This is an optimization exercise on Yosys and OpenROAD, whose aim is small area, a short achievable clock period and few clock cycles, not a production implementation.
RTL that was checked went through simulation tests only; none was proved equivalent to the original.
For runs 5 and 6, only the layout was checked, not whether the RTL still works.

==> flow/design.v, too long to show whole: its modules and the start of the top module <==
// module pixel_calculator: 1741 lines
// module plane_mapper: 87 lines
// module pixel_scheduler: 31 lines
// module mandelbrot_engine: 138 lines
module mandelbrot_engine (
	input logic tb_clk,
	input logic rst_n,
	input logic start,
	input logic [75:0] region,
	input logic [8-1:0] max_iter,
	output logic busy,
	output logic pixel_valid,
	output logic frame_done,
	output logic [23:0] pixel
);
  // ...
==> flow/flow/run.sh <==
#!/bin/bash
# The standard layout (standard.sh), with two changes: the port buffers
# on buf_2 instead of the default delay buffer, and Yosys's synth run with
# -noabc, so its quick ABC pass does not rewrite the adder trees before ORFS
# extracts full adders (the final ABC mapping still runs). The constraints
# and the clock period are the standard flow's.
set -euo pipefail
export BUFFER_PORTS_ARGS="-buffer_cell sky130_fd_sc_hd__buf_2"
export SYNTH_ARGS="-noabc"
bash standard.sh > standard.log 2>&1
==> flow/standard.sh <==
#!/bin/bash
# synth_recipe.tcl (not shown) runs the flow's synth.tcl, then flattens the netlist and writes it again
# the make line also repeats each setting of config.mk as NAME=value (left out here)
make -C /OpenROAD-flow-scripts/flow DESIGN_CONFIG=/design/flow/config.mk WORK_HOME=/design/flow/orfs CLKGATE_MAP_FILE= SYNTH_SCRIPT=/design/flow/synth_recipe.tcl "${@:-finish}"
==> flow/config.mk <==
export PLATFORM = sky130hd
export DESIGN_NAME = mandelbrot_engine
export DESIGN_NICKNAME = mandelbrot_engine
export VERILOG_FILES = /design/flow/design.v
export SDC_FILE = /design/flow/constraint.sdc
export NUM_CORES = 4
export LEC_CHECK = 0
export ABC_AREA = 1
export CAP_MARGIN = 20
export CORE_ASPECT_RATIO = 0.5
export CORE_MARGIN = 2
export CORE_UTILIZATION = 55
export PLACE_DENSITY = 0.7
export SLEW_MARGIN = 70
==> flow/constraint.sdc <==
create_clock -name core_clock -period 15.0 [get_ports {tb_clk}]
set_input_delay 3.0000 -clock core_clock [delete_from_list [all_inputs] [get_ports {tb_clk}]]
set_output_delay 3.0000 -clock core_clock [all_outputs]
set_load 0.01 [all_outputs]
==> run notes, run 1 <==
* Status: timing/DRC/antenna clean
* Worst-case reg-to-reg path depth at 11
* Clock slew at reported path FFs at 0.07 ns
* Hold Path Sink: unit[2].pixel_calculator_i.h_si[4]
* FF+latch area at 0.0209 sq mm
* Crit path cell chain: buf_2
* Hold_buf cts at 0
* Final Skew at 0.0352 ns
* Worst stage delay on the critical path at 0.38 ns
* Worst-margin pin slew at 0.466 ns
* Clk tree area frac at 0.0415
* Global-route met3 utilization at 0.0457
* Global routing usage on met1 at 0.355
* Net Count, Synth at 9219
* Die width at 506 microns
* DRC viols at 0
* Share of layout cells above drive strength 1 at 0.0726
* Full die area at 0.129 sq mm
* CP delay by family, top: flip-flops
* Port Buffers at 113
* RSZ-0062 raised after global routing: false
* Compound-cell area share of the yosys netlist at 0.0578
* Most frequent cells after synthesis: 1522 x inv_1, 1241 x nand2_1, 944 x fa_1, 882 x dfxtp_1, 865 x nor2_1
* Count of plain and timing-repair buffers at 160
* Number of logic inverters in the finished layout at 1536
* Mux contribution to synthesized area at 0
* Crit path DAT at 1.32 ns
* HPWL after DPL at 125000 microns
* Top reg by flops: region_q
* Via density at 5.08
* R2R Path End: unit[2].pixel_calculator_i.m_br[3]
Testbench counts, summed over its fixed seeds: cycles 117,479.
==> inputs of run 2 (changes only) <==
--- a/flow/config.mk
+++ b/flow/config.mk
@@ -11,4 +11,6 @@
 export CORE_MARGIN = 2
 export CORE_UTILIZATION = 55
+export CTS_CLUSTER_DIAMETER = 100
+export CTS_CLUSTER_SIZE = 24
 export PLACE_DENSITY = 0.7
 export SLEW_MARGIN = 70
==> run 2 against run 1 <==
  * Register-to-register slack about the same
  * Synthesized cell count unchanged
  * Via count is 1.3% lower
  * Highest routed layer is now met4
  * Clock skew is 0.019 ns higher
  * Critical path type unchanged
  * Die area did not move
  * Still clean on timing, DRC and antenna
  * Sequential share of layout area grew 0.69 points
==> run notes, run 2 <==
* EDFF count, synth at 106
* Inserted Clock Buffers at 47
* #FFs+latches synth at 988
* Most frequent cells after synthesis: 1522 x inv_1, 1241 x nand2_1, 944 x fa_1, 882 x dfxtp_1, 865 x nor2_1
* Max FFs per register at 56
* H-Tree Level Count at 2
* Yosys warns at 5
* Initial DRT Pass Iterations at 5
* DRC viols at 0 (unchanged)
* Final setup TNS at 0 ns
* HPWL after DPL at 125000 microns (unchanged)
* Worst slack, placed at 11.14 ns
* CP delay by family, top: flip-flops
* Top achievable clock speed at 0.234 GHz
* Final Max Slew Viols at 0
* Worst stage delay on the critical path at 0.38 ns (about the same)
* RSZ-0062 raised after global routing: false
* Worst Path Buf+Inv at 1
* Most frequent cell after synthesis: inv_1
* Post-CTS resize count at 0
* CTS tree: done
* R2R Setup Slk at 11.25 ns
* Postcts setup bufs at 0
* First-pass GRT wire length at 260000 microns
* Critical Path RT at 12.00 ns
* Via density at 5.07 (-0.25%)
* HP Start: unit[0].pixel_calculator_i.m_si[0]
* Full die area at 0.129 sq mm (unchanged)
* R2R Path End: unit[1].pixel_calculator_i.m_bi[3]
* Final number of hold-violating endpoints at 0
* Crit Path Max Fanout at 1
* Final Setup Violations at 0
* Synth area leaders: fa_1 27%, dfxtp_1 26%, ha_1 10%
* HP Class: flip-flop to flip-flop
* Clk sinks at 988
* Worst-margin pin slew at 0.452 ns (-0.0142 ns)
* Commonest non-fill, non-tap cells in the layout: 1521 x inv_1, 1226 x nand2_1, 944 x fa_1, 862 x nor2_1, 819 x dfxtp_1
* FP Rows at 91
* Kind of critical path: flip-flop to output port
* Hold Path Stages at 0
* Initial antenna violation count at 8
* Initial drt markers at 3357
* Fin crit share at 0.285
* Fin crit period at 4.28 ns
* I/O pin cnt at 114
* Main synth FF type: dfxtp_1
* Cells after Synth at 7626
* CP startpoint kind: flip-flop
* Largest area contributor in the netlist: fa_1
* Top reg by flops: region_q
* Worst-case reg-to-reg path depth at 11 (unchanged)
* Total gr overflow at 0
* Synth top area share at 0.273
* Asr flop ratio synth at 0
* Largest net degree at the start of global routing at 74
* Crit path cell chain: buf_2
* FF+latch area at 0.0209 sq mm (unchanged)
* Relative slew slack at 0.699
* Multi-input logic area at 0.0417 sq mm
* GR Util All Layers at 0.256
* Detail-routed net length per standard cell at 17.4 microns
* Die Y at 255 microns
* Final #Nets at 9143
* Clock buffer depth at 3
* Starting Density at 0.558
* Post-Syn Area at 0.0692 sq mm
* Net Count, Synth at 9219 (unchanged)
* Post-DRT Antenna Nets at 0
* Total core area at 0.124 sq mm
* RR Startpoint: unit[1].pixel_calculator_i.h_zi[12]
* Die width at 506 microns (unchanged)
* Share of layout cells above drive strength 1 at 0.0612 (-0.0115)
* Hold_buf cts at 0 (unchanged)
* Yosys cell types at 57
* Worst skew pair latency at 0.70 ns
* Vias in the first global route at 47900
* Avg Inst Size Synth at 9.07 sq um
* Status: timing/DRC/antenna clean
* Sequential fraction of the synthesis area at 0.301
* Fillers at 10800
* Final Skew at 0.0543 ns (+0.0191 ns)
* Slowest CP cell: dfxtp_1
* DRT Wirelength at 161000 microns
* Max-cap viol count at 0
* Most common cell after layout, fill and taps aside: inv_1
* Clock slew at reported path FFs at 0.11 ns (+0.04 ns)
* CP Capture Type: output port
* Hold Path Sink: unit[0].pixel_calculator_i.h_si[0]
* Crit path DAT at 1.28 ns (-0.04 ns)
* Area Growth Syn to Fin at 5.43%
* Total number of vias at 46800
* Min setup slack post-route at 10.72 ns
* Port Buffers at 113 (unchanged)
* GPL Wtd Cong at 0.972
* Clk root buf: clkbuf_16
-- run 2: cell counts after synthesis --
No cell type changed its count.
-- run 2: worst max-delay path by stage --
stage                                              startpoint                             endpoint  slack, ns  cells after the start
final                                  pixel_scheduler_i.busy                                 busy      10.72                      1
after global routing                   pixel_scheduler_i.busy                                 busy      10.70                      1
after floorplan           unit[2].pixel_calculator_i.h_zr[12]   unit[2].pixel_calculator_i.m_bp[5]      11.29                      9
after detailed placement   unit[1].pixel_calculator_i.m_ai[1]  unit[1].pixel_calculator_i.h_zr[11]      11.14                     12
after CTS                              pixel_scheduler_i.busy                                 busy      10.68                      1
after global placement     unit[1].pixel_calculator_i.h_zr[6]     unit[1].pixel_calculator_i.m_clr      11.06                     11
-- run 2: metrics by stage --
step,utilization,hold WS [ns],cell area (sq um),instances
detailed placement,0.576,0.312,71400,9171
global route,0.588,0.332,72900,9241
global placement,0.572,0.310,70900,9158
finish,0.588,0.323,72900,9244
CTS,0.586,0.327,72700,9237
floorplan,-,0.310,69200,7626
-- run 2: layer usage --
metal / global-route usage / vias to the layer above / share of wire / wire (microns)
met5: 0 / - / 0 / 0
met4: 0.0583 / 0 / 0.022 / 3540
met3: 0.0406 / 208 / 0.054 / 8660
met2: 0.429 / 1043 / 0.47 / 75900
met1: 0.351 / 22900 / 0.45 / 72800
li1: - / 22700 / - / -
-- run 2: final cells by class --
cell class	count	area share
multi-input cells	4817	0.572
flip-flops and latches	988	0.287
inverters	1536	0.0793
well taps	1674	0.0287
clock buffers	60	0.0168
repair buffers	160	0.0147
clock inverters	6	0.00137
diodes	3	0.000103
-- run 2: logic make-up after synthesis --
logic type / after synthesis / synth area share
AOI/OAI and AO/OA: 712 / 0.0578
DFF: 988 / 0.301
and+or+nand+nor: 2388 / 0.139
adders and majority gates: 1506 / 0.375
xor gates and xnor gates: 211 / 0.0270
buffers and inverters: 1821 / 0.100
==> inputs of run 3 (changes only) <==
--- a/flow/config.mk
+++ b/flow/config.mk
@@ -14,3 +14,3 @@
 export CTS_CLUSTER_SIZE = 24
 export PLACE_DENSITY = 0.7
-export SLEW_MARGIN = 70
+export SLEW_MARGIN = 20
==> run 3 against run 2 <==
  * Critical path type unchanged
  * Critical path depth unchanged
  * Synthesized cell count unchanged
==> run notes, run 3 <==
* Status: timing/DRC/antenna clean
* Final Skew at 0.0527 ns (-0.00164 ns)
* GPL Wtd Cong at 0.972 (unchanged)
* HP Class: flip-flop to flip-flop
* Most frequent cell after synthesis: inv_1
* Total gr overflow at 0 (unchanged)
* Inserted Clock Buffers at 47 (unchanged)
* H-Tree Level Count at 2 (unchanged)
* HP Start: unit[0].pixel_calculator_i.m_si[0]
* HPWL after DPL at 125000 microns (-0.44%)
* FF+latch area at 0.0208 sq mm (-0.49%)
* Critical Path RT at 12.00 ns (about the same)
* Largest area contributor in the netlist: fa_1
* Post-CTS resize count at 0 (unchanged)
* Worst skew pair latency at 0.70 ns (about the same)
* Synth area leaders: fa_1 27%, dfxtp_1 26%, ha_1 10%
* Multi-input logic area at 0.0414 sq mm (-0.69%)
* Asr flop ratio synth at 0 (unchanged)
* Clock slew at reported path FFs at 0.11 ns (about the same)
* Via density at 5.09 (+0.50%)
* Total number of vias at 47000 (+0.33%)
* Die Y at 255 microns (unchanged)
* Starting Density at 0.558 (unchanged)
* Initial drt markers at 3483 (+3.8%)
* CP Capture Type: output port
* Clk sinks at 988 (unchanged)
* Worst Path Buf+Inv at 1 (unchanged)
* #FFs+latches synth at 988 (unchanged)
* CP delay by family, top: flip-flops
* Cells after Synth at 7626 (unchanged)
* Hold Path Stages at 0 (unchanged)
* Worst-margin pin slew at 1.01 ns (+0.561 ns)
* Hold_buf cts at 0 (unchanged)
* Fin crit period at 4.31 ns (+0.0276 ns)
* FP Rows at 91 (unchanged)
* RR Startpoint: unit[1].pixel_calculator_i.h_zr[6]
* CTS tree: done
* Placed inst area at 0.0709 sq mm (-0.66%)
* Port Buffers at 113 (unchanged)
* Full die area at 0.129 sq mm (unchanged)
* DRC viols at 0 (unchanged)
* Commonest non-fill, non-tap cells in the layout: 1522 x inv_1, 1241 x nand2_1, 944 x fa_1, 881 x dfxtp_1, 865 x nor2_1
* Post-Syn Area at 0.0692 sq mm (unchanged)
* Die width at 506 microns (unchanged)
* Kind of critical path: flip-flop to output port
* Yosys cell types at 57 (unchanged)
* Area Growth Syn to Fin at 4.44%
* Most common cell after layout, fill and taps aside: inv_1
* Share of layout cells above drive strength 1 at 0.0411 (-0.0201)
* Post-DRT Antenna Nets at 0 (unchanged)
* Top reg by flops: region_q
* First-pass GRT wire length at 259000 microns (about the same)
* Crit path DAT at 1.31 ns (+0.03 ns)
* Worst stage delay on the critical path at 0.39 ns (about the same)
* Min Hold Slack at 0.316 ns (-0.00726 ns)
* CP startpoint kind: flip-flop
* Hold Path Sink: unit[0].pixel_calculator_i.h_si[0]
* RSZ-0062 raised after global routing: false
* Final instance area at 0.0722 sq mm (-0.94%)
* Avg Inst Size Synth at 9.07 sq um (unchanged)
* GR Util All Layers at 0.256 (about the same)
* EDFF count, synth at 106 (unchanged)
* Largest net degree at the start of global routing at 82 (+11%)
* Postcts setup bufs at 0 (unchanged)
* R2R Path End: unit[1].pixel_calculator_i.m_clr
* Relative slew slack at 0.325 (-0.374)
* DRT Wirelength at 161000 microns (+0.10%)
* Top achievable clock speed at 0.232 GHz (-0.64%)
* Synth top area share at 0.273 (unchanged)
* Fillers at 10900 (+1.3%)
* Most frequent cells after synthesis: 1522 x inv_1, 1241 x nand2_1, 944 x fa_1, 882 x dfxtp_1, 865 x nor2_1
* I/O pin cnt at 114 (unchanged)
* Clock buffer depth at 3 (unchanged)
* Yosys warns at 5 (unchanged)
* Final setup TNS at 0 ns (unchanged)
* Initial antenna violation count at 10 (+2)
* Total core area at 0.124 sq mm (unchanged)
* Final #Nets at 9126 (-0.19%)
* Final Max Slew Viols at 0 (unchanged)
* Final Setup Violations at 0 (unchanged)
* Sequential fraction of the synthesis area at 0.301 (unchanged)
* Slowest CP cell: dfxtp_1
* Detail-routed net length per standard cell at 17.4 microns (+0.27%)
* Vias in the first global route at 47800 (-0.22%)
* Initial DRT Pass Iterations at 5 (unchanged)
* Max FFs per register at 56 (unchanged)
* Crit Path Max Fanout at 1 (unchanged)
* Worst-case reg-to-reg path depth at 11 (unchanged)
* Clk root buf: clkbuf_16
* Crit path cell chain: buf_2
* R2R Setup Slk at 10.98 ns (-0.27 ns)
* Net Count, Synth at 9219 (unchanged)
* Final number of hold-violating endpoints at 0 (unchanged)
* Fin crit share at 0.287 (+0.00184)
* Max-cap viol count at 0 (unchanged)
* Main synth FF type: dfxtp_1
-- run 3: area by class of cell --
class                   count  share of cell area
multi-input cells        4817               0.573
flip-flops and latches    988               0.289
inverters                1536              0.0798
well taps                1674              0.0290
clock buffers              60              0.0170
repair buffers            143              0.0109
clock inverters             6             0.00142
diodes                      4            0.000139
-- run 3: through the flow --
| stage | setup slack, ns | utilization | std cells |
|---|---|---|---|
| finish | 10.69 | 0.583 | 9228 |
| global route | 10.68 | 0.583 | 9225 |
| CTS | 10.66 | 0.583 | 9224 |
| detailed placement | 11.02 | 0.572 | 9158 |
| global placement | 11.06 | 0.572 | 9158 |
| floorplan | 11.29 | - | 7626 |
-- run 3: cell families (layout without fill, tap and decap cells) --
kind of cell	after synthesis	count (layout)	share of synthesized area
other cells	0	4	0
fa+ha+maj	1506	1506	0.375
buf+inv	1821	1745	0.100
flops	988	988	0.301
xor+xnor	211	211	0.0270
simple gates	2388	2388	0.139
compound gates	712	712	0.0578
-- run 3: worst max-delay path by stage --
stage | from | endpoint | slack [ns] | depth (start not counted)
after detailed placement | unit[2].pixel_calculator_i.h_zr[11] | unit[2].pixel_calculator_i.m_br[3] | 11.02 | 10
after global routing | pixel_scheduler_i.busy | busy | 10.68 | 1
after CTS | pixel_scheduler_i.busy | busy | 10.66 | 1
after global placement | unit[1].pixel_calculator_i.h_zr[6] | unit[1].pixel_calculator_i.m_clr | 11.06 | 11
final | pixel_scheduler_i.busy | busy | 10.69 | 1
after floorplan | unit[2].pixel_calculator_i.h_zr[12] | unit[2].pixel_calculator_i.m_bp[5] | 11.29 | 9
-- run 3: metal layers --
metal	wire length (microns)	global-route usage	up-vias
li1	-	-	22700
met1	72400	0.355	23000
met2	75500	0.428	1141
met3	9080	0.0330	203
met4	4010	0.0636	0
met5	0	0	-
-- run 3: worst register-to-register path: cells and delay by family, from the launching register on --
kind            cells  cell delay [ns]
compound gates      2             0.20
fa+ha+maj           5             2.36
buf+inv             2             0.24
flops               1             0.94
simple gates        2             0.19
==> inputs of run 4 (changes only) <==
--- a/flow/config.mk
+++ b/flow/config.mk
@@ -14,3 +14,3 @@
 export CTS_CLUSTER_SIZE = 24
 export PLACE_DENSITY = 0.7
-export SLEW_MARGIN = 20
+export SLEW_MARGIN = 45
==> run 4 against run 3 <==
  * Wire length barely moved
  * Critical endpoint unchanged
  * Still clean
  * Critical path type unchanged
  * Via count fell by 0.10%
  * Sequential cell count did not move
  * Synthesized cell count did not move
==> run notes, run 4 <==
* Post-CTS resize count at 0 (unchanged)
* Crit path DAT at 1.26 ns (-0.05 ns)
* Final Skew at 0.0344 ns (-0.0183 ns)
* Initial antenna violation count at 8 (-2)
* Max-cap viol count at 0 (unchanged)
* Synth top area share at 0.273 (unchanged)
* GPL Wtd Cong at 0.972 (unchanged)
* Most frequent cell after synthesis: inv_1
* Commonest non-fill, non-tap cells in the layout: 1522 x inv_1, 1237 x nand2_1, 944 x fa_1, 869 x dfxtp_1, 864 x nor2_1
* Gr busiest metal: met2
* EDFF count, synth at 106 (unchanged)
* Area Growth Syn to Fin at 4.49% (about the same)
* Post-DRT Antenna Nets at 0 (unchanged)
* Global-route met3 utilization at 0.0360 (+0.00298)
* Placed inst area at 0.0710 sq mm (about the same)
* DRC viols at 0 (unchanged)
* Detail-routed net length per standard cell at 17.5 microns (about the same)
* Total core area at 0.124 sq mm (unchanged)
* Worst Path Buf+Inv at 1 (unchanged)
* Final setup TNS at 0 ns (unchanged)
* Initial DRT Pass Iterations at 6 (+1)
* Asr flop ratio synth at 0 (unchanged)
* Global routing usage on met1 at 0.354 (-0.00170)
* Largest net degree at the start of global routing at 82 (unchanged)
* Relative slew slack at 0.434 (+0.109)
* HP Class: flip-flop to flip-flop
* Status: timing/DRC/antenna clean
* Net Count, Synth at 9219 (unchanged)
* Most frequent cells after synthesis: 1522 x inv_1, 1241 x nand2_1, 944 x fa_1, 882 x dfxtp_1, 865 x nor2_1
* Final Max Slew Viols at 0 (unchanged)
* RSZ-0062 raised after global routing: false
* Fin crit period at 4.26 ns (-0.0513 ns)
* HPWL after DPL at 125000 microns (about the same)
* Starting Density at 0.558 (unchanged)
* Cells after Synth at 7626 (unchanged)
* Final #Nets at 9127 (+0.011%)
* GR Util All Layers at 0.256 (-0.000365)
* CTS tree: done
* Kind of critical path: flip-flop to output port
* I/O pin cnt at 114 (unchanged)
* H-Tree Level Count at 2 (unchanged)
* Most common cell after layout, fill and taps aside: inv_1
* Routing usage on met2 at 0.426 (-0.00149)
* Crit Path Max Fanout at 1 (unchanged)
* Slowest CP cell: dfxtp_1
* Fillers at 10900 (-0.16%)
* Max FFs per register at 56 (unchanged)
* Top reg by flops: region_q
* Clk sinks at 988 (unchanged)
* Postcts setup bufs at 0 (unchanged)
* Final number of hold-violating endpoints at 0 (unchanged)
* Post-Syn Area at 0.0692 sq mm (unchanged)
* Port Buffers at 113 (unchanged)
* FP Rows at 91 (unchanged)
* Fin crit share at 0.284 (-0.00342)
* Yosys warns at 5 (unchanged)
* Top achievable clock speed at 0.235 GHz (+1.2%)
* Yosys cell types at 57 (unchanged)
* First-pass GRT wire length at 259000 microns (-0.18%)
* Via density at 5.09 (about the same)
* Total number of vias at 46900 (-0.10%)
* #FFs+latches synth at 988 (unchanged)
* Share of layout cells above drive strength 1 at 0.0433 (+0.00226)
* Die Y at 255 microns (unchanged)
* Avg Inst Size Synth at 9.07 sq um (unchanged)
* Clk root buf: clkbuf_16
* Hold_buf cts at 0 (unchanged)
* Sequential fraction of the synthesis area at 0.301 (unchanged)
* Critical Path RT at 12.00 ns (about the same)
* Worst skew pair latency at 0.68 ns (-0.02 ns)
* DRT Wirelength at 161000 microns (about the same)
* Synth area leaders: fa_1 27%, dfxtp_1 26%, ha_1 10%
* Worst-margin pin slew at 0.848 ns (-0.164 ns)
* Total gr overflow at 0 (unchanged)
* CP Capture Type: output port
* Final Setup Violations at 0 (unchanged)
* Largest area contributor in the netlist: fa_1
* Initial drt markers at 3291 (-5.5%)
* Main synth FF type: dfxtp_1
* Full die area at 0.129 sq mm (unchanged)
* Vias in the first global route at 47700 (-0.044%)
* Inserted Clock Buffers at 47 (unchanged)
* CP startpoint kind: flip-flop
* Clock slew at reported path FFs at 0.11 ns (about the same)
* Crit path cell chain: buf_2
* CP delay by family, top: flip-flops
* Die width at 506 microns (unchanged)
* Clock buffer depth at 3 (unchanged)
* Final instance area at 0.0723 sq mm (about the same)
* Worst stage delay on the critical path at 0.39 ns (about the same)
==> run 4: layer usage <==
layer | wire length [microns] | up-vias | part of all wire
met5 | 0 | - | 0
met2 | 75500 | 1149 | 0.47
met1 | 72800 | 22900 | 0.45
met3 | 8830 | 198 | 0.055
met4 | 3970 | 0 | 0.025
li1 | - | 22700 | -
==> run 4: final cells by class <==
class / instances / area [sq um] / share of cell area
flip-flops and latches: 988 / 20900 / 0.289
clock inverters: 4 / 57.6 / 0.000796
multi-input cells: 4817 / 41400 / 0.573
repair buffers: 144 / 803 / 0.0111
diodes: 3 / 7.51 / 0.000104
inverters: 1536 / 5770 / 0.0798
clock buffers: 60 / 1230 / 0.0171
well taps: 1674 / 2090 / 0.0290
==> run 4: path summary, 6_finish.rpt <==
check / startpoint / end / slack (ns) / cells after the start
worst max register to register: unit[2].pixel_calculator_i.h_zr[11] / unit[2].pixel_calculator_i.m_br[3] / 10.99 / 10
worst min register to register: unit[1].pixel_calculator_i.m_y[7] / unit[1].pixel_calculator_i.h_y[7] / 0.32 / 0
worst max-delay path: pixel_scheduler_i.busy / busy / 10.74 / 1
worst min-delay path: unit[1].pixel_calculator_i.m_y[7] / unit[1].pixel_calculator_i.h_y[7] / 0.32 / 0
==> run 4: cell families (layout without fill, tap and decap cells) <==
kind of cell,after synthesis,in the layout,share of synthesized area
AO/OA/AOI/OAI,712,712,0.0578
XOR/XNOR,211,211,0.0270
adder cells (fa/ha/maj),1506,1506,0.375
buffers and inverters,1821,1744,0.100
flip-flops,988,988,0.301
other,0,3,0
AND/OR/NAND/NOR,2388,2388,0.139
==> run 4: stage by stage <==
step | instances | util | worst slack, ns | hold WS (ns)
after floorplan | 7626 | - | 11.29 | 0.310
after global placement | 9158 | 0.572 | 11.06 | 0.310
after detailed placement | 9158 | 0.572 | 11.02 | 0.312
after CTS | 9222 | 0.583 | 10.71 | 0.314
after global routing | 9224 | 0.583 | 10.73 | 0.323
final | 9226 | 0.583 | 10.74 | 0.319
==> module pixel_scheduler, before the edit <==
module pixel_scheduler (
	input logic tb_clk,
	input logic rst_n,
	input logic start,
	input logic avail_next,
	input logic any_valid_next,
	output logic busy,
	output logic idle,
	output logic frame_load,
	output logic frame_done
);
	logic busy_d;
	assign busy_d = idle ? start : (avail_next || any_valid_next);
	always_ff @(posedge tb_clk)
	begin
		if (!rst_n)
		begin
			busy <= 1'b0;
			idle <= 1'b1;
			frame_load <= 1'b0;
			frame_done <= 1'b0;
		end
		else
		begin
			busy <= busy_d;
			idle <= !busy_d;
			frame_load <= idle && start;
			frame_done <= !idle && !busy_d;
		end
	end
endmodule
==> module mandelbrot_engine, before the edit <==
module mandelbrot_engine (
	input logic tb_clk,
	input logic rst_n,
	input logic start,
	input logic [75:0] region,
	input logic [8-1:0] max_iter,
	output logic busy,
	output logic pixel_valid,
	output logic frame_done,
	output logic [23:0] pixel
);
	localparam int NU = 3;
	logic [55:0] region_q;
	logic [7:0] mi_q;
	logic [7:0] mi_m1;
	logic mi_small;
	logic idle;
	logic frame_load;
	logic take;
	logic avail;
	logic avail_next;
	logic any_next;
	logic [7:0] map_x;
	logic [7:0] map_y;
	logic [12:0] map_cr;
	logic [12:0] map_ci;
	logic map_in_r;
	logic map_in_i;
	logic [NU-1:0] u_free;
	logic [NU-1:0] u_avail;
	logic [NU-1:0] u_take;
	logic [NU-1:0] u_req;
	logic [NU-1:0] u_ok;
	logic [NU-1:0] u_any;
	logic [23:0] u_data [NU];
	always_ff @(posedge tb_clk)
	begin
		if (idle)
		begin
			region_q <= {region[75:56], region[35:0]};
			mi_q <= max_iter;
		end
	end
	always_ff @(posedge tb_clk)
	begin
		mi_small <= (mi_q[7:1] == 7'd0);
		mi_m1 <= mi_q - 8'd1;
	end
	pixel_scheduler pixel_scheduler_i (
		.tb_clk(tb_clk),
		.rst_n(rst_n),
		.start(start),
		.avail_next(avail_next),
		.any_valid_next(any_next),
		.busy(busy),
		.idle(idle),
		.frame_load(frame_load),
		.frame_done(frame_done)
	);
	plane_mapper plane_mapper_i (
		.tb_clk(tb_clk),
		.rst_n(rst_n),
		.idle(idle),
		.frame_load(frame_load),
		.take(take),
		.origin_im(region[55:36]),
		.region_q(region_q),
		.x(map_x),
		.y(map_y),
		.cr(map_cr),
		.ci(map_ci),
		.in_r(map_in_r),
		.in_i(map_in_i),
		.avail(avail),
		.avail_next(avail_next)
	);
	always_comb
	begin
		for (int u = 0; u < NU; u++)
		begin
			u_avail[u] = avail;
			u_ok[u] = 1'b1;
			for (int v = 0; v < u; v++)
			begin
				if (u_free[v])
					u_avail[u] = 1'b0;
				if (u_req[v])
					u_ok[u] = 1'b0;
			end
		end
	end
	assign take = |u_take;
	assign any_next = |u_any;
	for (genvar u = 0; u < NU; u++)
	begin : unit
		pixel_calculator pixel_calculator_i (
			.tb_clk(tb_clk),
			.rst_n(rst_n),
			.mi_q(mi_q),
			.mi_small(mi_small),
			.mi_m1(mi_m1),
			.avail(u_avail[u]),
			.free(u_free[u]),
			.new_x(map_x),
			.new_y(map_y),
			.new_cr(map_cr),
			.new_ci(map_ci),
			.new_in_r(map_in_r),
			.new_in_i(map_in_i),
			.take(u_take[u]),
			.ret_req(u_req[u]),
			.ret_ok(u_ok[u]),
			.ret_data(u_data[u]),
			.any_next(u_any[u])
		);
	end
	logic [23:0] out_data;
	always_comb
	begin
		out_data = u_data[NU-1];
		for (int u = NU - 2; u >= 0; u--)
		begin
			if (u_req[u])
				out_data = u_data[u];
		end
	end
	always_ff @(posedge tb_clk)
	begin
		if (!rst_n)
			pixel_valid <= 1'b0;
		else
			pixel_valid <= |u_req;
	end
	always_ff @(posedge tb_clk)
	begin
		pixel <= out_data;
	end
endmodule
==> inputs of run 5 (changes only) <==
--- a/flow/design.v
+++ b/flow/design.v
@@ -1861,21 +1861,29 @@
 	output logic frame_done
 );
-	logic busy_d;
-	assign busy_d = idle ? start : (avail_next || any_valid_next);
+	logic run;
+	logic run_d;
+	logic start_ok;
+	logic last;
+	assign start_ok = start && !busy;
+	assign run_d = idle ? start_ok : (avail_next || any_valid_next);
 	always_ff @(posedge tb_clk)
 	begin
 		if (!rst_n)
 		begin
-			busy <= 1'b0;
+			run <= 1'b0;
 			idle <= 1'b1;
 			frame_load <= 1'b0;
+			last <= 1'b0;
+			busy <= 1'b0;
 			frame_done <= 1'b0;
 		end
 		else
 		begin
-			busy <= busy_d;
-			idle <= !busy_d;
-			frame_load <= idle && start;
-			frame_done <= !idle && !busy_d;
+			run <= run_d;
+			idle <= !run_d;
+			frame_load <= idle && start_ok;
+			last <= !idle && !run_d;
+			busy <= start_ok || run;
+			frame_done <= last;
 		end
 	end
@@ -2007,14 +2015,23 @@
 		end
 	end
+	logic res_valid;
+	logic [23:0] res;
 	always_ff @(posedge tb_clk)
 	begin
 		if (!rst_n)
+		begin
+			res_valid <= 1'b0;
 			pixel_valid <= 1'b0;
+		end
 		else
-			pixel_valid <= |u_req;
+		begin
+			res_valid <= |u_req;
+			pixel_valid <= res_valid;
+		end
 	end
 	always_ff @(posedge tb_clk)
 	begin
-		pixel <= out_data;
+		res <= out_data;
+		pixel <= res;
 	end
 endmodule
--- a/flow/config.mk
+++ b/flow/config.mk
@@ -8,5 +8,4 @@
 export ABC_AREA = 1
 export CAP_MARGIN = 20
-export CORE_ASPECT_RATIO = 0.5
 export CORE_MARGIN = 2
 export CORE_UTILIZATION = 55
@@ -14,3 +13,3 @@
 export CTS_CLUSTER_SIZE = 24
 export PLACE_DENSITY = 0.7
-export SLEW_MARGIN = 45
+export SLEW_MARGIN = 70
==> run 5 against run 4 <==
  * Synthesized cell count up 0.46%
  * Worst hold slack worse by 0.0052 ns
  * Wire length up 2.4%
  * Sequential cell count up 27
  * Sequential share of layout area up 0.31 points
  * Critical path type unchanged
  * Critical endpoint is now pixel[21]
  * Largest cell class unchanged
  * Highest routed layer is now met5
==> run notes, run 5 <==
* CP delay by family, top: flip-flops
* Initial antenna violation count at 14 (+6)
* Most common cell after layout, fill and taps aside: inv_1
* Final Max Slew Viols at 0 (unchanged)
* CP Capture Type: output port
* Yosys cell types at 58 (+1.8%)
* Global-route met3 utilization at 0.0301 (-0.00584)
* Clk sinks at 1015 (+2.7%)
* FP Rows at 130 (+43%)
* Total number of vias at 47900 (+2.0%)
* Gr busiest metal: met2
* Final #Nets at 9182 (+0.60%)
* GR Util All Layers at 0.262 (+0.00646)
* Final setup TNS at 0 ns (unchanged)
* Initial drt markers at 3546 (+7.7%)
* Synth top area share at 0.272 (-0.00167)
* Total core area at 0.126 sq mm (+1.3%)
* RSZ-0062 raised after global routing: false
* Vias in the first global route at 49900 (+4.5%)
* Relative slew slack at 0.689 (+0.256)
* Most frequent cells after synthesis: 1491 x inv_1, 1305 x nand2_1, 944 x fa_1, 909 x dfxtp_1, 878 x nor2_1
* Crit path cell chain: buf_2
* GPL Wtd Cong at 0.924 (-5.0%)
* Initial DRT Pass Iterations at 7 (+1)
* Detail-routed net length per standard cell at 17.8 microns (+1.9%)
* Largest area contributor in the netlist: fa_1
* Global routing usage on met1 at 0.362 (+0.00804)
* Fillers at 10900 (-0.037%)
* Share of layout cells above drive strength 1 at 0.0592 (+0.0159)
* Placed Instances at 9181 (+0.25%)
* Top reg by flops: region_q
* Critical Path RT at 12.00 ns (about the same)
* Largest net degree at the start of global routing at 69 (-16%)
* Clk root buf: clkbuf_16
* Asr flop ratio synth at 0 (unchanged)
* CP startpoint kind: flip-flop
* Sequential fraction of the synthesis area at 0.307 (+0.00593)
* Starting Density at 0.554 (-0.00363)
* Top achievable clock speed at 0.227 GHz (-3.2%)
* #FFs+latches synth at 1015 (+2.7%)
* Die Y at 360 microns (+41%)
* Post-DRT Antenna Nets at 0 (unchanged)
* Kind of critical path: flip-flop to output port
* Min setup slack post-route at 10.60 ns (-0.143 ns)
* Yosys warns at 5 (unchanged)
* First-pass GRT wire length at 269000 microns (+4.0%)
* Clock slew at reported path FFs at 0.10 ns (about the same)
* Final core occ at 0.587 (+0.00397)
* Post-CTS resize count at 0 (unchanged)
* Total gr overflow at 0 (unchanged)
* Postcts setup bufs at 0 (unchanged)
* Avg Inst Size Synth at 9.08 sq um (+0.15%)
* Crit Path Max Fanout at 1 (unchanged)
* Fin crit share at 0.293 (+0.00950)
* Slowest CP cell: dfxtp_1
* Net Count, Synth at 9254 (+0.38%)
* Crit path DAT at 1.40 ns (+0.14 ns)
* Fin crit period at 4.40 ns (+0.143 ns)
* Full die area at 0.129 sq mm (+0.47%)
* Hold_buf cts at 0 (unchanged)
* Routing usage on met2 at 0.435 (+0.00848)
* Final number of hold-violating endpoints at 0 (unchanged)
* Inserted Clock Buffers at 52 (+11%)
* Final Skew at 0.0480 ns (+0.0136 ns)
* Main synth FF type: dfxtp_1
* Post-Syn Area at 0.0696 sq mm (+0.61%)
* HP Class: flip-flop to flip-flop
* Max-cap viol count at 0 (unchanged)
* Clock buffer depth at 3 (unchanged)
* Status: timing/DRC/antenna clean
* Area Growth Syn to Fin at 5.89%
* Worst-margin pin slew at 0.464 ns (-0.384 ns)
* DRT Wirelength at 165000 microns (+2.4%)
* Most frequent cell after synthesis: inv_1
* Synth area leaders: fa_1 27%, dfxtp_1 26%, ha_1 10%
* Worst skew pair latency at 0.72 ns (+0.04 ns)
* H-Tree Level Count at 2 (unchanged)
* Cells after Synth at 7661 (+0.46%)
* I/O pin cnt at 114 (unchanged)
* Layout Cells excl Fill at 9270 (+0.48%)
* Final Setup Violations at 0 (unchanged)
* CTS tree: done
* DRC viols at 0 (unchanged)
* Max FFs per register at 56 (unchanged)
* Die width at 360 microns (-29%)
* Worst Path Buf+Inv at 1 (unchanged)
* Port Buffers at 113 (unchanged)
* Worst slack, placed at 11.12 ns (+0.103 ns)
* EDFF count, synth at 106 (unchanged)
* Worst stage delay on the critical path at 0.52 ns (+0.13 ns)
* Via density at 5.17 (+1.5%)
* Commonest non-fill, non-tap cells in the layout: 1489 x inv_1, 1291 x nand2_1, 944 x fa_1, 876 x nor2_1, 847 x dfxtp_1
* HPWL after DPL at 130000 microns (+4.1%)
==> run 5: cell count changes after synthesis, moves of 25 or more <==
cell and change:
inv_1 -31, nand2_1 +64, o21ai_1 +30, nand2_2 -26, dfxtp_1 +27, o21ai_2 -25
==> run 5: through the flow <==
stage / hold slack [ns] / cell area, sq um
floorplan: 0.310 / 69600
global placement: 0.310 / 71300
detailed placement: 0.312 / 71800
CTS: 0.316 / 73500
global route: 0.315 / 73700
finish: 0.314 / 73700
==> run 5: path summary, 6_finish.rpt <==
check / startpoint / slack [ns] / cells after the start / end
setup / recovery: pixel[21] / 10.60 / 1 / pixel[21]
hold / removal: unit[0].pixel_calculator_i.m_si[1] / 0.31 / 0 / unit[0].pixel_calculator_i.h_si[1]
setup reg to reg: unit[0].pixel_calculator_i.h_zi[12] / 11.07 / 11 / unit[0].pixel_calculator_i.m_bi[3]
hold reg to reg: unit[0].pixel_calculator_i.m_si[1] / 0.31 / 0 / unit[0].pixel_calculator_i.h_si[1]
==> run 5: metal layers <==
layer | routed length [microns] | part of all wire
met5 | 66 | 0.00040
met4 | 5150 | 0.031
met3 | 9430 | 0.057
met2 | 77800 | 0.47
met1 | 72500 | 0.44
==> run 5: cell type report <==
cell class | instances | area (sq um) | area share
diodes | 2 | 5.00 | 0.0000679
clock buffers | 68 | 1420 | 0.0193
clock inverters | 15 | 204 | 0.00277
inverters | 1509 | 5670 | 0.0769
multi-input cells | 4851 | 41800 | 0.567
flip-flops and latches | 1015 | 21500 | 0.292
well taps | 1650 | 2060 | 0.0280
repair buffers | 160 | 1050 | 0.0143
==> run 5: cell families after synthesis <==
group	count (synthesis)	share of synthesized area
flops	1015	0.307
simple gates	2443	0.140
fa+ha+maj	1506	0.373
buf+inv	1795	0.0982
compound gates	689	0.0546
xor+xnor	213	0.0272
==> inputs of run 6 (changes only) <==
--- a/flow/config.mk
+++ b/flow/config.mk
@@ -10,6 +10,6 @@
 export CORE_MARGIN = 2
 export CORE_UTILIZATION = 55
-export CTS_CLUSTER_DIAMETER = 100
-export CTS_CLUSTER_SIZE = 24
+export CTS_CLUSTER_DIAMETER = 80
+export CTS_CLUSTER_SIZE = 32
 export PLACE_DENSITY = 0.7
 export SLEW_MARGIN = 70
==> run 6 against run 5 <==
  * Die area unchanged
  * Maximum frequency shrank 1.2%
  * Register-to-register slack is essentially flat
  * Worst hold slack worse by 0.0049 ns
  * Non-clock buffer count increased by 3
  * Critical path type unchanged
  * Synthesized area is the same
  * Cell count is 0.27% higher
  * Cell area is 0.86% higher
==> run notes, run 6 <==
* Status: timing/DRC/antenna clean
* Final number of hold-violating endpoints at 0 (unchanged)
* Final Skew at 0.0614 ns (+0.0134 ns)
* FP Rows at 130 (unchanged)
* Clk sinks at 1015 (unchanged)
* R2R Setup Slk at 11.07 ns (about the same)
* Main synth FF type: dfxtp_1
* Slowest CP cell: dfxtp_1
* Fin crit share at 0.297 (+0.00361)
* Cells after Synth at 7661 (unchanged)
* Final Max Slew Viols at 0 (unchanged)
* CTS tree: done
* Crit Path Max Fanout at 1 (unchanged)
* Worst stage delay on the critical path at 0.52 ns (about the same)
* Clock buffer depth at 3 (unchanged)
* Clk root buf: clkbuf_16
* Crit path DAT at 1.45 ns (+0.05 ns)
* HPWL after DPL at 130000 microns (unchanged)
* Max-cap viol count at 0 (unchanged)
* Die width at 360 microns (unchanged)
* Fin crit period at 4.45 ns (+0.0541 ns)
* Avg Inst Size Synth at 9.08 sq um (unchanged)
* Final #Nets at 9189 (+0.076%)
* Most frequent cell after synthesis: inv_1
* DRC viols at 0 (unchanged)
* Most frequent cells after synthesis: 1491 x inv_1, 1305 x nand2_1, 944 x fa_1, 909 x dfxtp_1, 878 x nor2_1
* Largest area contributor in the netlist: fa_1
* Synth area leaders: fa_1 27%, dfxtp_1 26%, ha_1 10%
* Post-Syn Area at 0.0696 sq mm (unchanged)
* Synth top area share at 0.272 (unchanged)
* CP delay by family, top: flip-flops
* Largest net degree at the start of global routing at 69 (unchanged)
* Final Setup Violations at 0 (unchanged)
* Yosys cell types at 58 (unchanged)
* Full die area at 0.129 sq mm (unchanged)
* H-Tree Level Count at 2 (unchanged)
* Sequential fraction of the synthesis area at 0.307 (unchanged)
* Placed Instances at 9181 (unchanged)
* Final setup TNS at 0 ns (unchanged)
* Asr flop ratio synth at 0 (unchanged)
* CP endpoint: pixel[21]
* Area Growth Syn to Fin at 6.79%
* Worst-case reg-to-reg path depth at 11 (unchanged)
* R2R Path End: unit[0].pixel_calculator_i.m_bi[3]
* Min Hold Slack at 0.309 ns (-0.00486 ns)
* Postcts setup bufs at 0 (unchanged)
* Total number of vias at 48100 (+0.51%)
* Critical Path Stages at 1 (unchanged)
* Post-DRT Antenna Nets at 0 (unchanged)
* Initial DRT Pass Iterations at 6 (-1)
* Layout Cells excl Fill at 9295 (+0.27%)
* Net Count, Synth at 9254 (unchanged)
* Worst-margin pin slew at 0.458 ns (-0.00675 ns)
* Top achievable clock speed at 0.225 GHz (-1.2%)
* Most common cell after layout, fill and taps aside: inv_1
* Inserted Clock Buffers at 56 (+7.7%)
* Fillers at 10800 (-1.1%)
* Initial drt markers at 3465 (-2.3%)
* Critical Path RT at 12.00 ns (about the same)
* RSZ-0062 raised after global routing: false
* Crit path cell chain: buf_2
* I/O pin cnt at 114 (unchanged)
* Relative slew slack at 0.694 (+0.00452)
* RR Startpoint: unit[0].pixel_calculator_i.h_zi[12]
* Yosys warns at 5 (unchanged)
* #FFs+latches synth at 1015 (unchanged)
* Die Y at 360 microns (unchanged)
* Kind of critical path: flip-flop to output port
* GR Util All Layers at 0.262 (+0.000472)
* First-pass GRT wire length at 270000 microns (+0.14%)
* Vias in the first global route at 50100 (+0.32%)
* Hold_buf cts at 0 (unchanged)
* Worst Setup SP: pixel[21]
* CP Capture Type: output port
* Via density at 5.18 (+0.24%)
* Starting Density at 0.554 (unchanged)
* Port Buffers at 113 (unchanged)
* DRT Wirelength at 165000 microns (+0.18%)
* CP startpoint kind: flip-flop
* Share of layout cells above drive strength 1 at 0.0631 (+0.00386)
* Total core area at 0.126 sq mm (unchanged)
* Initial antenna violation count at 14 (unchanged)
* Total gr overflow at 0 (unchanged)
* Top reg by flops: region_q
* Worst Path Buf+Inv at 1 (unchanged)
* Max FFs per register at 56 (unchanged)
* Detail-routed net length per standard cell at 17.8 microns (about the same)
* HP Class: flip-flop to flip-flop
* GPL Wtd Cong at 0.924 (unchanged)
* Clock slew at reported path FFs at 0.11 ns (about the same)
* Post-CTS resize count at 0 (unchanged)
* Commonest non-fill, non-tap cells in the layout: 1489 x inv_1, 1291 x nand2_1, 944 x fa_1, 876 x nor2_1, 847 x dfxtp_1
* EDFF count, synth at 106 (unchanged)
* Worst skew pair latency at 0.73 ns (about the same)
-- run 6: worst min-delay path by stage --
| stage | from | to | slack (ns) | cells after the start |
|---|---|---|---|---|
| final | unit[0].pixel_calculator_i.m_si[1] | unit[0].pixel_calculator_i.h_si[1] | 0.31 | 0 |
| after global routing | unit[0].pixel_calculator_i.m_si[1] | unit[0].pixel_calculator_i.h_si[1] | 0.31 | 0 |
| after CTS | unit[0].pixel_calculator_i.m_si[1] | unit[0].pixel_calculator_i.h_si[1] | 0.31 | 0 |
| after detailed placement | res[18] | pixel[18] | 0.31 | 0 |
| after global placement | unit[1].pixel_calculator_i.m_si[6] | unit[1].pixel_calculator_i.h_si[6] | 0.31 | 0 |
| after floorplan | res[0] | pixel[0] | 0.31 | 0 |
-- run 6: logic make-up (layout without fill, tap and decap cells) --
| group | Yosys count | after routing | synth area share |
|---|---|---|---|
| XOR/XNOR | 213 | 213 | 0.0272 |
| AO/OA/AOI/OAI | 689 | 689 | 0.0546 |
| adder cells (fa/ha/maj) | 1506 | 1506 | 0.373 |
| other | 0 | 2 | 0 |
| flip-flops | 1015 | 1015 | 0.307 |
| AND/OR/NAND/NOR | 2443 | 2443 | 0.140 |
| buffers and inverters | 1795 | 1777 | 0.0982 |
-- run 6: cell type report --
type | instances | area [sq um] | share of cell area
antenna | 2 | 5.00 | 0.0000673
clock buffer | 66 | 1500 | 0.0202
clock inverter | 39 | 702 | 0.00944
inverter | 1509 | 5670 | 0.0763
multi-input combinational | 4851 | 41800 | 0.562
sequential | 1015 | 21500 | 0.289
tap | 1650 | 2060 | 0.0278
timing repair buffer | 163 | 1110 | 0.0149
-- run 6: per-stage QoR --
| step | cell area, sq um | util | setup slack [ns] |
|---|---|---|---|
| finish | 74300 | 0.592 | 10.55 |
| global route | 74300 | 0.592 | 10.52 |
| CTS | 74000 | 0.590 | 10.53 |
| detailed placement | 71800 | 0.572 | 11.12 |
| global placement | 71300 | 0.568 | 11.04 |
| floorplan | 69600 | - | 11.26 |
-- run 6: routing by layer --
layer  wire (microns)  GRT usage
met1            72400      0.361
met3             9710     0.0305
met5               30          0
met2            77600      0.435
met4             5580     0.0844

## port drivers added, routing unchanged
The flow's constraints put no driver on any port. The routed layouts listed below were extracted and timed again, unchanged, in two steps.
Step 1: set_driving_cell puts a clkbuf_16 on tb_clk and a buf_2 on each other input, an assumption about the parent block.
Step 2 adds t to the input delays and takes it off the output delays; t is the mean of the earliest and latest rising clock arrival at the registers after step 1. Input paths then give back, and output paths get back, about the clock's delay inside the block.
a / b / c = ideal / step 1 / step 2; a / b = the first two.
| run | shift t [ns] | setup WS [ns] | worst setup path after step 2 | clock arrival spread, ns | worst slew at a driven data input, ns |
|---|---|---|---|---|---|
| run 1 | 0.802 | 10.676 / 10.595 / 11.257 | register to register | 0.046 / 0.046 | 0.11 |
| run 2 | 0.744 | 10.720 / 10.650 / 11.254 | register to register | 0.058 / 0.059 | 0.11 |
| run 3 | 0.744 | 10.693 / 10.624 / 10.978 | register to register | 0.060 / 0.060 | 0.11 |
| run 4 | 0.736 | 10.744 / 10.673 / 10.992 | register to register | 0.035 / 0.035 | 0.12 |
| run 5 | 0.774 | 10.602 / 10.521 / 11.071 | register to register | 0.057 / 0.057 | 0.12 |
| run 6 | 0.783 | 10.548 / 10.468 / 11.072 | register to register | 0.066 / 0.066 | 0.12 |
After both steps every run listed still meets setup and hold.
